Context: an optimization exercise on an open-source flow, tuned for small area. The choices shown serve that exercise and are no tape-out recipe.
At most, simulation tests tie the RTL to the original design; equivalence was not proved.
For runs 1 and 2, only the layout was checked, not whether the RTL still works.

==> flow/design.v (outline; a module is shown in full before it is edited, if it fits) <==
// module ex_alu: 79 lines
// module ex_mult: 2813 lines
// module ex_fa: 10 lines
// module rnn_spr_file: 41 lines
// module ex_writeback: 92 lines
// module ex_stage: 128 lines
module ex_stage (
  input  logic                             clk,
  input  logic                             rst_n,
  input  logic [3:0]                       alu_operator_i,
  input  logic [ex_pkg::xlen-1:0]          alu_operand_a_i,
  input  logic [ex_pkg::xlen-1:0]          alu_operand_b_i,
  input  logic [ex_pkg::xlen-1:0]          alu_operand_c_i,
  input  logic                             alu_en_i,
  input  logic [1:0]                       mult_operator_i,
  input  logic [ex_pkg::xlen-1:0]          mult_operand_a_i,
  input  logic [ex_pkg::xlen-1:0]          mult_operand_b_i,
  input  logic [ex_pkg::xlen-1:0]          mult_operand_c_i,
  input  logic                             mult_en_i,
  input  logic [ex_pkg::xlen-1:0]          mult_dot_op_a_i,
  input  logic [ex_pkg::xlen-1:0]          mult_dot_op_b_i,
  input  logic                             dot_spr_operand_i,
  input  logic                             lsu_en_i,
  input  logic [ex_pkg::xlen-1:0]          lsu_rdata_i,
  input  logic [rnn_pkg::tosprw_w-1:0]     lsu_tosprw_ex_i,
  input  logic [rnn_pkg::tospra_w-1:0]     lsu_tospra_ex_i,
  input  logic                             lsu_ready_ex_i,
  input  logic                             lsu_err_i,
  output logic                             compute_load_vliw_o,
  input  logic                             branch_in_ex_i,
  input  logic [ex_pkg::reg_addr_w-1:0]    regfile_alu_waddr_i,
  input  logic                             regfile_alu_we_i,
  input  logic                             regfile_we_i,
  input  logic [ex_pkg::reg_addr_w-1:0]    regfile_waddr_i,
  input  logic                             csr_access_i,
  input  logic [ex_pkg::xlen-1:0]          csr_rdata_i,
  output logic [ex_pkg::reg_addr_w-1:0]    regfile_waddr_wb_o,
  output logic                             regfile_we_wb_o,
  output logic [ex_pkg::xlen-1:0]          regfile_wdata_wb_o,
  output logic [ex_pkg::reg_addr_w-1:0]    regfile_alu_waddr_fw_o,
  output logic                             regfile_alu_we_fw_o,
  output logic [ex_pkg::xlen-1:0]          regfile_alu_wdata_fw_o,
  output logic [ex_pkg::xlen-1:0]          jump_target_o,
  output logic                             branch_decision_o,
  output logic                             ex_ready_o,
  output logic                             ex_valid_o,
  input  logic                             wb_ready_i
);
  // ...
==> flow/flow/run.sh <==
#!/bin/bash
# Standard ORFS layout, with the port buffers made from the smallest buffer
# cell instead of the cell buffer_ports picks by default. Each step's output
# goes to its own log in the work folder.
set -euo pipefail
bash standard.sh synth > synth.log 2>&1
bash standard.sh "BUFFER_PORTS_ARGS=-buffer_cell sky130_fd_sc_hd__buf_1" finish > layout.log 2>&1
==> flow/standard.sh <==
#!/bin/bash
# synth_recipe.tcl (not shown) runs the flow's synth.tcl, then flattens the netlist and writes it again
# the make line also repeats each setting of config.mk as NAME=value (left out here)
make -C /OpenROAD-flow-scripts/flow DESIGN_CONFIG=/design/flow/config.mk WORK_HOME=/design/flow/orfs CLKGATE_MAP_FILE= SYNTH_SCRIPT=/design/flow/synth_recipe.tcl "${@:-finish}"
==> flow/config.mk <==
export PLATFORM = sky130hd
export DESIGN_NAME = ex_stage
export DESIGN_NICKNAME = ex_stage
export VERILOG_FILES = /design/flow/design.v
export SDC_FILE = /design/flow/constraint.sdc
export NUM_CORES = 4
export LEC_CHECK = 0
export CAP_MARGIN = 20
export CORE_MARGIN = 2
export CORE_UTILIZATION = 40
export SLEW_MARGIN = 20
export SYNTH_HIERARCHICAL = 1
export SYNTH_MINIMUM_KEEP_SIZE = 0
==> flow/constraint.sdc <==
create_clock -name core_clock -period 22.0 [get_ports {clk}]
set_input_delay 4.4000 -clock core_clock [delete_from_list [all_inputs] [get_ports {clk}]]
set_output_delay 4.4000 -clock core_clock [all_outputs]
set_load 0.01 [all_outputs]
==> out/summary.txt, run 1 <==
status: timing/DRC/antenna clean
Final Cycle Share: 0.988
Fmax achieved: 0.0460 GHz
Max-Cap Viols: 0
commonest non-fill, non-tap cell in the layout: fa_1
most frequent cells after synthesis: fa_1, a22oi_1, xnor2_1
setup_tns: 0 ns
post-synthesis adder-cell area fraction: 0.315
final hold slack: 0.462 ns
io pins: 470
routing usage on met1: 0.455
Synth Area in Simple Gates: 0.0701
CP startpoint: lsu_tosprw_ex_i[2]
Tapcell Cnt: 1,254
Yosys cell types: 95
Synth Area in Compound Gates: 0.194
Hold Path Stages: 1
port bufs: 391
largest family of logic cells by synthesized area: adder cells
TritonCTS Buffers: 27
Finished Cell Area: 0.0418 sq mm
Layout Utilization: 0.449
Detailed Place HPWL: 133 mm
CTS tree: built
root buf cell: clkbuf_16
vias in the first global route: 32,000
syn avg cell area: 10.6 sq um
==> run 2: changes to the inputs <==
--- a/flow/config.mk
+++ b/flow/config.mk
@@ -8,6 +8,7 @@
 export CAP_MARGIN = 20
 export CORE_MARGIN = 2
 export CORE_UTILIZATION = 40
+export GPL_TIMING_DRIVEN = 0
 export SLEW_MARGIN = 20
 export SYNTH_HIERARCHICAL = 1
 export SYNTH_MINIMUM_KEEP_SIZE = 0
==> run 2 against run 1 <==
Still clean. Sequential share of layout area decreased by 0.88 points. Clock skew about the same. Critical path depth unchanged. Wire length increased by 12%. Global-route usage increased by 3.9 points. Worst hold slack improved by 0.0041 ns. Final cell count increased by 4.1%. Synthesized cell count unchanged. First-iteration DRC count increased by 4.4%. Critical path type unchanged. Largest cell class unchanged.
==> out/summary.txt, run 2 <==
Fmax achieved: 0.0459 GHz (-0.30%)
CP dominant cell by count: fa_1
max reg flops: 128
initial core utilization: 0.403
setup_tns: 0 ns (unchanged)
most frequent cells in the layout: fa_1, a22oi_1, xnor2_1
antenna viol nets, final: 0
number of synthesized flops with an enable pin: 229
TritonCTS Buffers: 26 (-3.7%)
fin nets: 5,043
Finished Cell Area: 0.0440 sq mm (+5.4%)
vias in the first global route: 32,800 (+2.7%)
GP Congestion: 1.05
H-tree Lvls: 1
commonest non-fill, non-tap cell in the layout: fa_1
first-pass GRT wire length: 253 mm
area leader, netlist: fa_1
dpl cell area: 0.0410 sq mm
CP bufs+invs: 6
Finished Layout Cells: 5,339
Seq/Total Area, Yosys: 0.193
FF+latch count, synth: 243
top cells by area in the synthesized netlist: fa_1, edfxtp_1, xnor2_1
CP max FO: 10
number of fill cells: 8,984
minimum clock period: 21.80 ns
die area: 0.0961 sq mm
overall routed net length: 184 mm
worst-margin pin slew: 1.08 ns
Max clock buf depth: 3
clk latency of the worst-skew pair: 0.54 ns
WL/cell: 34.5 um
root buf cell: clkbuf_16
initial antenna violation count: 7
CP max stage delay: 0.52 ns
ys async rst share: 0.0576
Arrival @ worst endpoint: 17.40 ns
prevailing post-synth register cell: edfxtp_1
io pins: 470 (unchanged)
Yosys cell types: 95 (unchanged)
Tot GR Track Use: 0.375
Final Hold Viols: 0
DRC: 0
most frequent cell after synthesis: fa_1
vias: 34,300
Worst setup EP type: output pin
Worst slew margin: 0.275
CP max-delay cell: fa_1
Final Max Slew Viols: 0
std cell rows: 112
crit path launch type: input port
Max-Cap Viols: 0 (unchanged)
Detailed Place HPWL: 150 mm (+13%)
Top reg by flops: u_spr.wspr_o
Final Cycle Share: 0.991 (+0.00292)
clk slew on worst S/H paths: 0.06 ns
most frequent cells after synthesis: fa_1, a22oi_1, xnor2_1
port bufs: 427 (+9.2%)
Core Footprint: 0.0930 sq mm
Worst Path Required: 17.60 ns
top cell type's share of synthesized area: 0.278
Vias/cell: 6.42
die height: 310 um
placed cells: 5,244
CTS tree: built
CP top delay family: adder cells
clock sink count: 243
Regs by FF count: u_spr.wspr_o: 128 flops, u_spr.aspr_o: 64 flops, u_wb.mult_result_q: 32 flops
Area Overhead vs Synth: 17.5%
Final setup viols: 0
clk_skew: 0.0187 ns
syn avg cell area: 10.6 sq um (unchanged)
Synthesis Warnings: 10
status: timing/DRC/antenna clean
Post-Syn Area: 0.0375 sq mm
Gate Count Post-Synth: 3,537
largest net degree at the start of global routing: 34
# hold bufs at CTS: 0
Pre-antenna DRT Iters: 9
share of cells above drive strength 1: 0.171
Hold Crit Class: flip-flop to flip-flop
CP Class: input port to output pin
DR iter-0 viols: 5,034
Die Width: 310 um
GRT overflow: 0
run 2: cells by family after synthesis:
family,synth area share
other cells,0.000401
fa+ha+maj,0.315
flops,0.193
mux,0.0536
simple gates,0.0701
compound gates,0.194
buf+inv,0.0553
xor+xnor,0.118
run 2: metrics by stage:
step           hold slack [ns]   util  worst slack (ns)
2_1_floorplan            0.424      -              1.48
3_3_place_gp             0.439  0.437             -2.80
3_5_place_dp             0.443  0.441             -2.55
4_1_cts                  0.461  0.460           0.00244
5_1_grt                  0.503  0.473           -0.0155
6_report                 0.466  0.473             0.201
run 2: routing by layer:
metal  global-route usage  wire (um)  up-vias
met5                    0          9        -
met4                0.176      10500        2
met3               0.0831      21300      379
met2                0.563      80000     2496
met1                0.516      72600    17600
li1                     -          -    13800
run 2: final timing paths:
path	startpoint	to	slack [ns]	cells after the start
hold / removal	u_spr.wspr_vld[3]$_DFF_PN0_	u_spr.wspr_vld[3]$_DFF_PN0_	0.47	1
max in group asynchronous	rst_n	u_wb.regfile_we_lsu$_DFFE_PN0P_	17.58	1
setup / recovery	lsu_tosprw_ex_i[1]	regfile_alu_wdata_fw_o[31]	0.20	40
setup reg to reg	u_spr.aspr_vld[0]$_DFF_PN0_	u_wb.mult_result_q[31]$_DFFE_PP_	8.98	35
min in group asynchronous	rst_n	u_wb.regfile_waddr_lsu[1]$_DFFE_PN0P_	3.93	1
hold reg to reg	u_spr.wspr_vld[3]$_DFF_PN0_	u_spr.wspr_vld[3]$_DFF_PN0_	0.47	1
run 2: modules after synthesis (local to each module, per instance):
module	cells inside	flip-flops and latches
rnn_spr_file	218	198
ex_stage	32	0
ex_writeback	184	45
ex_mult	1966	0
ex_fa	1	0
ex_alu	617	0
run 2: what timing repair did:
action | 4_1_cts | 5_1_grt
endpoints found under the setup margin | 11 | 1
resized for setup | 305 | 307
pin swaps | 16 | 31
hold endpoints to repair | 0 | 0
setup buffers | 21 | 41
run 2: layout make-up:
cell class	instances	area [sq um]	area share
plain buffers	299	2060	0.0469
diodes	11	27.5	0.000625
clock buffers	32	694	0.0158
flip-flops and latches	243	7230	0.164
well taps	1254	1570	0.0357
clock inverters	15	115	0.00262
repair buffers	510	2350	0.0533
inverters	124	494	0.0112
multi-input cells	2851	29500	0.670
run 2: worst register-to-register path: cells and delay by family (launching register included):
family	cells	cell delay [ns]
AOI/OAI and AO/OA	4	1.52
buffers and inverters	3	0.90
xor gates and xnor gates	7	2.08
adders and majority gates	16	7.07
muxes	1	0.21
and+or+nand+nor	4	0.56
DFF	1	0.37
==> module ex_alu, before the edit <==
module ex_alu (
  input  ex_pkg::alu_op_e            operator_i,
  input  logic [ex_pkg::xlen-1:0]    operand_a_i,
  input  logic [ex_pkg::xlen-1:0]    operand_b_i,
  output logic [ex_pkg::xlen-1:0]    result_o,
  output logic                       comparison_result_o
);
  localparam int unsigned Blk1 = 12;
  localparam int unsigned Blk2 = 22;
  logic [xlen-1:0] a, b, bx, sum;
  logic            sub;
  logic [4:0]      shamt;
  logic            is_equal, lt_signed, lt_unsigned, cout;
  assign a     = operand_a_i;
  assign b     = operand_b_i;
  assign shamt = b[4:0];
  assign sub = (operator_i != ALU_ADD);
  assign bx  = b ^ {xlen{sub}};
  logic [Blk1:0]      cl;
  logic [Blk2:Blk1]   c10, c11;
  logic [xlen:Blk2]   c20, c21;
  logic [xlen-1:0]    s0, s1;
  logic               cm;
  assign cl[0] = sub;
  for (genvar i = 0; i < Blk1; i++) begin : g_lo
    ex_fa u_fa (.a(a[i]), .b(bx[i]), .c(cl[i]), .s(sum[i]), .co(cl[i+1]));
  end
  assign c10[Blk1] = 1'b0;
  assign c11[Blk1] = 1'b1;
  for (genvar i = Blk1; i < Blk2; i++) begin : g_b1
    ex_fa u_fa0 (.a(a[i]), .b(bx[i]), .c(c10[i]), .s(s0[i]), .co(c10[i+1]));
    ex_fa u_fa1 (.a(a[i]), .b(bx[i]), .c(c11[i]), .s(s1[i]), .co(c11[i+1]));
    assign sum[i] = cl[Blk1] ? s1[i] : s0[i];
  end
  assign cm = cl[Blk1] ? c11[Blk2] : c10[Blk2];
  assign c20[Blk2] = 1'b0;
  assign c21[Blk2] = 1'b1;
  for (genvar i = Blk2; i < xlen; i++) begin : g_b2
    ex_fa u_fa0 (.a(a[i]), .b(bx[i]), .c(c20[i]), .s(s0[i]), .co(c20[i+1]));
    ex_fa u_fa1 (.a(a[i]), .b(bx[i]), .c(c21[i]), .s(s1[i]), .co(c21[i+1]));
    assign sum[i] = cm ? s1[i] : s0[i];
  end
  assign cout = cm ? c21[xlen] : c20[xlen];
  assign is_equal    = ~|(a ^ b);
  assign lt_unsigned = ~cout;
  assign lt_signed   = (a[xlen-1] ^ b[xlen-1]) ? a[xlen-1] : ~cout;
  logic            left;
  logic [xlen-1:0] sh_in, sh_out, sh_res;
  assign left = (operator_i == ALU_SLL);
  for (genvar i = 0; i < xlen; i++) begin : g_rev
    assign sh_in[i]  = left ? a[xlen-1-i] : a[i];
    assign sh_res[i] = left ? sh_out[xlen-1-i] : sh_out[i];
  end
  assign sh_out = $unsigned($signed({(operator_i == ALU_SRA) & a[xlen-1], sh_in}) >>> shamt);
  always_comb begin
    case (operator_i)
      ALU_EQ:  comparison_result_o = is_equal;
      ALU_NE:  comparison_result_o = ~is_equal;
      ALU_LT:  comparison_result_o = lt_signed;
      ALU_GE:  comparison_result_o = ~lt_signed;
      default: comparison_result_o = 1'b0;
    endcase
  end
  always_comb begin
    case (operator_i)
      ALU_ADD, ALU_SUB:          result_o = sum;
      ALU_AND:                   result_o = a & b;
      ALU_OR:                    result_o = a | b;
      ALU_XOR:                   result_o = a ^ b;
      ALU_SLL, ALU_SRL, ALU_SRA: result_o = sh_res;
      ALU_SLT:  result_o = {{(xlen-1){1'b0}}, lt_signed};
      ALU_SLTU: result_o = {{(xlen-1){1'b0}}, lt_unsigned};
      ALU_EQ, ALU_NE, ALU_LT, ALU_GE: begin
        result_o = {{(xlen-1){1'b0}}, comparison_result_o};
      end
      default:  result_o = '0;
    endcase
  end
endmodule
==> run 3: changes to the inputs <==
--- a/flow/design.v
+++ b/flow/design.v
@@ -79,17 +79,29 @@
     assign sum[i] = cm ? s1[i] : s0[i];
   end
   assign cout = cm ? c21[xlen] : c20[xlen];
-  assign is_equal    = ~|(a ^ b);
+  assign is_equal    = ~|p;
   assign lt_unsigned = ~cout;
   assign lt_signed   = (a[xlen-1] ^ b[xlen-1]) ? a[xlen-1] : ~cout;
-  logic            left;
-  logic [xlen-1:0] sh_in, sh_out, sh_res;
-  assign left = (operator_i == ALU_SLL);
+  logic            left, arith, fill;
+  logic [xlen-1:0] sh_in, sh_out;
+  logic [xlen-1:0] st [6];
+  assign left  = (operator_i == ALU_SLL);
+  assign arith = (operator_i == ALU_SRA);
+  assign fill  = arith & a[xlen-1];
   for (genvar i = 0; i < xlen; i++) begin : g_rev
-    assign sh_in[i]  = left ? a[xlen-1-i] : a[i];
-    assign sh_res[i] = left ? sh_out[xlen-1-i] : sh_out[i];
+    assign sh_in[i] = left ? a[xlen-1-i] : a[i];
   end
-  assign sh_out = $unsigned($signed({(operator_i == ALU_SRA) & a[xlen-1], sh_in}) >>> shamt);
+  assign st[0] = sh_in;
+  for (genvar k = 0; k < 5; k++) begin : g_st
+    for (genvar i = 0; i < xlen; i++) begin : g_b
+      if (i + (1 << k) < xlen) begin : g_m
+        assign st[k+1][i] = shamt[k] ? st[k][i + (1 << k)] : st[k][i];
+      end else begin : g_f
+        assign st[k+1][i] = shamt[k] ? fill : st[k][i];
+      end
+    end
+  end
+  assign sh_out = st[5];
   always_comb begin
     case (operator_i)
       ALU_EQ:  comparison_result_o = is_equal;
@@ -99,21 +111,21 @@
       default: comparison_result_o = 1'b0;
     endcase
   end
-  always_comb begin
-    case (operator_i)
-      ALU_ADD, ALU_SUB:          result_o = sum;
-      ALU_AND:                   result_o = a & b;
-      ALU_OR:                    result_o = a | b;
-      ALU_XOR:                   result_o = a ^ b;
-      ALU_SLL, ALU_SRL, ALU_SRA: result_o = sh_res;
-      ALU_SLT:  result_o = {{(xlen-1){1'b0}}, lt_signed};
-      ALU_SLTU: result_o = {{(xlen-1){1'b0}}, lt_unsigned};
-      ALU_EQ, ALU_NE, ALU_LT, ALU_GE: begin
-        result_o = {{(xlen-1){1'b0}}, comparison_result_o};
-      end
-      default:  result_o = '0;
-    endcase
+  logic            s_sum, s_g, s_p, s_shr, s_bit0;
+  logic [xlen-1:0] g, p, lu, res;
+  assign g      = a & b;
+  assign p      = a ^ b;
+  assign s_sum  = (operator_i == ALU_ADD) | (operator_i == ALU_SUB);
+  assign s_g    = (operator_i == ALU_AND) | (operator_i == ALU_OR);
+  assign s_p    = (operator_i == ALU_OR)  | (operator_i == ALU_XOR);
+  assign s_shr  = (operator_i == ALU_SRL) | (operator_i == ALU_SRA);
+  assign s_bit0 = (operator_i == ALU_SLT) ? lt_signed :
+                  (operator_i == ALU_SLTU) ? lt_unsigned : comparison_result_o;
+  for (genvar i = 0; i < xlen; i++) begin : g_res
+    assign res[i] = (s_sum & sum[i]) | (s_g & g[i]) | (s_p & p[i])
+                  | (s_shr & sh_out[i]) | (left & sh_out[xlen-1-i]);
   end
+  assign result_o = {res[xlen-1:1], res[0] | s_bit0};
 endmodule
 `timescale 1ns/1ps
 import ex_pkg::*;
--- a/flow/config.mk
+++ b/flow/config.mk
@@ -8,7 +8,6 @@
 export CAP_MARGIN = 20
 export CORE_MARGIN = 2
 export CORE_UTILIZATION = 40
-export GPL_TIMING_DRIVEN = 0
 export SLEW_MARGIN = 20
 export SYNTH_HIERARCHICAL = 1
 export SYNTH_MINIMUM_KEEP_SIZE = 0
==> run 3 against run 2 <==
Still clean on timing, DRC and antenna. Register-to-register slack improved by 0.18 ns. Wire length decreased by 11%. Die area decreased by 1.3%. Critical path type unchanged. Highest routed layer unchanged.
==> out/summary.txt, run 3 <==
vias: 32,300 (-5.6%)
Area Overhead vs Synth: 11.8%
Vias/cell: 6.49 (+1.1%)
clk slew on worst S/H paths: 0.06 ns (about the same)
Final Cycle Share: 0.985 (-0.00589)
Worst Hold Launch: u_spr.aspr_vld[1]$_DFF_PN0_
CP max stage delay: 0.62 ns (+0.10 ns)
largest net degree at the start of global routing: 52 (+53%)
Max-Cap Viols: 0 (unchanged)
FF+latch count, synth: 243 (unchanged)
commonest non-fill, non-tap cell in the layout: fa_1
global routing's busiest layer: met2
number of cells on the critical path: 39 (-2.5%)
Top reg by flops: u_spr.wspr_o
CP bufs+invs: 6 (unchanged)
Arrival @ worst endpoint: 17.27 ns (-0.13 ns)
Fmax achieved: 0.0461 GHz (+0.60%)
Final Hold Viols: 0 (unchanged)
worst-margin pin slew: 1.22 ns (+0.146 ns)
clk_skew: 0.0279 ns (+0.00926 ns)
fin nets: 4,734 (-6.1%)
overall routed net length: 165 mm (-11%)
setup_tns: 0 ns (unchanged)
CP max FO: 21 (+11)
Regs by FF count: u_spr.wspr_o: 128 flops, u_spr.aspr_o: 64 flops, u_wb.mult_result_q: 32 flops
syn avg cell area: 10.7 sq um (+1.2%)
port bufs: 391 (-8.4%)
vias in the first global route: 32,000 (-2.6%)
CP dominant cell by count: fa_1
Pre-antenna DRT Iters: 10 (+1)
most frequent cell after synthesis: fa_1
register area: 0.00723 sq mm (unchanged)
CP max-delay cell: fa_1
# hold bufs at CTS: 0 (unchanged)
initial core utilization: 0.403 (+0.000671)
Seq/Total Area, Yosys: 0.195 (+0.00259)
H-tree Lvls: 1 (unchanged)
WL/cell: 33.0 um (-4.3%)
Synthesis Warnings: 11 (+1)
Worst setup EP type: output pin
Worst Path Required: 17.60 ns (about the same)
number of fill cells: 8,786 (-2.2%)
Max clock buf depth: 3 (unchanged)
Core Footprint: 0.0917 sq mm (-1.5%)
crit path launch type: input port
first-pass GRT wire length: 233 mm (-7.9%)
initial antenna violation count: 4 (-3)
clock sink count: 243 (unchanged)
ys async rst share: 0.0576 (unchanged)
Gate Count Post-Synth: 3,450 (-2.5%)
die area: 0.0949 sq mm (-1.3%)
share of cells above drive strength 1: 0.134 (-0.0370)
Worst R2R Path Depth: 38 (+8.6%)
minimum clock period: 21.67 ns (-0.130 ns)
std cell rows: 111 (-0.89%)
DR iter-0 viols: 4,663 (-7.4%)
met2 Use GR: 0.532 (-0.0309)
Post-Syn Area: 0.0370 sq mm (-1.3%)
Yosys cell types: 97 (+2.1%)
DRC: 0 (unchanged)
worst reg2reg startpoint: u_spr.wspr_vld[1]$_DFF_PN0_
routing usage on met1: 0.456 (-0.0595)
CTS tree: built
GRT overflow: 0 (unchanged)
status: timing/DRC/antenna clean
Detailed Place HPWL: 133 mm (-11%)
root buf cell: clkbuf_16
number of synthesized flops with an enable pin: 229 (unchanged)
clk latency of the worst-skew pair: 0.53 ns (about the same)
most frequent cells after synthesis: fa_1, a22oi_1, xnor2_1
Tot GR Track Use: 0.342 (-0.0331)
CP top delay family: adder cells
CP Class: input port to output pin
CP startpoint: lsu_tosprw_ex_i[1]
TritonCTS Buffers: 24 (-7.7%)
GP Congestion: 1.03 (-2.5%)
Hold Crit Class: flip-flop to flip-flop
multi-input combinational cell area: 0.0283 sq mm (-4.0%)
met3 Use GR: 0.0703 (-0.0128)
max reg flops: 128 (unchanged)
Hold Path Stages: 1 (unchanged)
antenna viol nets, final: 0 (unchanged)
top cells by area in the synthesized netlist: fa_1, edfxtp_1, xnor2_1
most frequent cells in the layout: fa_1, a22oi_1, xnor2_1
die height: 308 um (-0.66%)
Final setup viols: 0 (unchanged)
Final Max Slew Viols: 0 (unchanged)
Die Width: 308 um (-0.66%)
area leader, netlist: fa_1
top cell type's share of synthesized area: 0.282 (+0.00373)
Worst slew margin: 0.180 (-0.0950)
io pins: 470 (unchanged)
prevailing post-synth register cell: edfxtp_1
==> run 3: what timing repair did <==
| item | CTS | global route |
|---|---|---|
| setup buffers | 5 | 8 |
| setup endpoints to repair | 1 | 1 |
| gates resized for setup | 6 | 37 |
| pin swaps | 0 | 4 |
==> run 3: modules after synthesis (local to each module, per instance) <==
module	cell area, sq um	times used
ex_mult	13300	1
ex_alu	4440	1
ex_stage	240	1
ex_writeback	2510	1
ex_fa	20.0	520
rnn_spr_file	6040	1
==> run 3: kinds of logic (layout without fill, tap and decap cells) <==
group | count (synthesis) | in the layout | synth area share
compound gates | 987 | 987 | 0.195
xor+xnor | 489 | 489 | 0.119
fa+ha+maj | 600 | 600 | 0.309
buf+inv | 396 | 737 | 0.0506
flops | 243 | 243 | 0.195
mux | 156 | 156 | 0.0589
other cells | 4 | 11 | 0.000406
simple gates | 575 | 575 | 0.0717
==> run 3: path summary, 6_finish.rpt <==
path,endpoint,slack (ns)
worst min register to register,u_spr.aspr_vld[1]$_DFF_PN0_,0.46
min in group asynchronous,u_spr.wspr_vld[2]$_DFF_PN0_,3.98
worst max-delay path,regfile_alu_wdata_fw_o[31],0.33
worst min-delay path,u_spr.aspr_vld[1]$_DFF_PN0_,0.46
worst max register to register,u_wb.mult_result_q[31]$_DFFE_PP_,9.16
max in group asynchronous,u_wb.dot_spr_operand_wb$_DFFE_PN0P_,17.45
==> run 3: metrics by stage <==
step                      worst slack, ns  instances  cell area, sq um  hold WS [ns]  utilization
after floorplan                      1.48       3455             37000         0.424            -
after global placement             -0.153       4925             40300         0.439        0.439
after detailed placement           -0.205       4925             40300         0.447        0.439
after CTS                          0.0329       4974             41100         0.462        0.449
after global routing              -0.0134       4982             41300         0.478        0.451
final                               0.330       4984             41300         0.457        0.451
==> run 3: final cells by class <==
cell class                 count  area share
sequential                   243       0.175
clock inverter                18     0.00415
multi-input combinational   2816       0.685
inverter                      67     0.00614
antenna                        2    0.000121
timing repair buffer         626      0.0795
tap                         1186      0.0359
clock buffer                  26      0.0147
==> run 3: worst register-to-register path, delay by kind of cell, from the launching register on <==
kind / cells / cell delay [ns]
and+or+nand+nor: 2 / 0.40
adders and majority gates: 16 / 6.93
muxes: 1 / 0.23
xor gates and xnor gates: 8 / 2.15
AOI/OAI and AO/OA: 6 / 1.54
DFF: 1 / 0.37
buffers and inverters: 5 / 0.91
==> run 3: routing by layer <==
layer	routed length, um	share of wire	vias up
met5	23	0.00014	-
met4	9850	0.060	4
met3	17600	0.11	393
met2	73500	0.45	2223
met1	63700	0.39	16500
li1	-	-	13200

-- re-timing with driven ports --
Ports are ideal in the flow. The routed layouts listed here were re-timed in OpenROAD.
Step 1 (the two cells are an assumption about what drives the block):
set clk [get_ports {clk}]
set_driving_cell -lib_cell sky130_fd_sc_hd__clkbuf_16 $clk
set_driving_cell -lib_cell sky130_fd_sc_hd__buf_2 [delete_from_list [all_inputs] $clk]
Step 2, shift: input delay + t, output delay - t, t = (earliest + latest rising clock arrival at the registers) / 2. This alone moves slack from input paths to output paths.
a / b / c = no drivers / after step 1 / after step 2; a / b = the first two.
| run | t, ns | setup slack, ns | worst hold slack (ns) | latest minus earliest clock arrival (ns) | slew at the worst register clock pin (ns) |
|---|---|---|---|---|---|
| run 1 | 0.570 | 0.265 / 0.244 / 0.244 | 0.462 / 0.462 / 0.462 | 0.019 / 0.019 | 0.06 / 0.06 |
| run 2 | 0.577 | 0.201 / 0.165 / 0.165 | 0.466 / 0.466 / 0.466 | 0.020 / 0.020 | 0.06 / 0.06 |
| run 3 | 0.570 | 0.330 / 0.309 / 0.309 | 0.457 / 0.457 / 0.457 | 0.028 / 0.028 | 0.07 / 0.07 |
After both steps setup and hold are still met in every run listed. For run 2, which loses most, drivers alone change the setup slack by -0.036 ns; drivers and shift together by -0.036 ns.
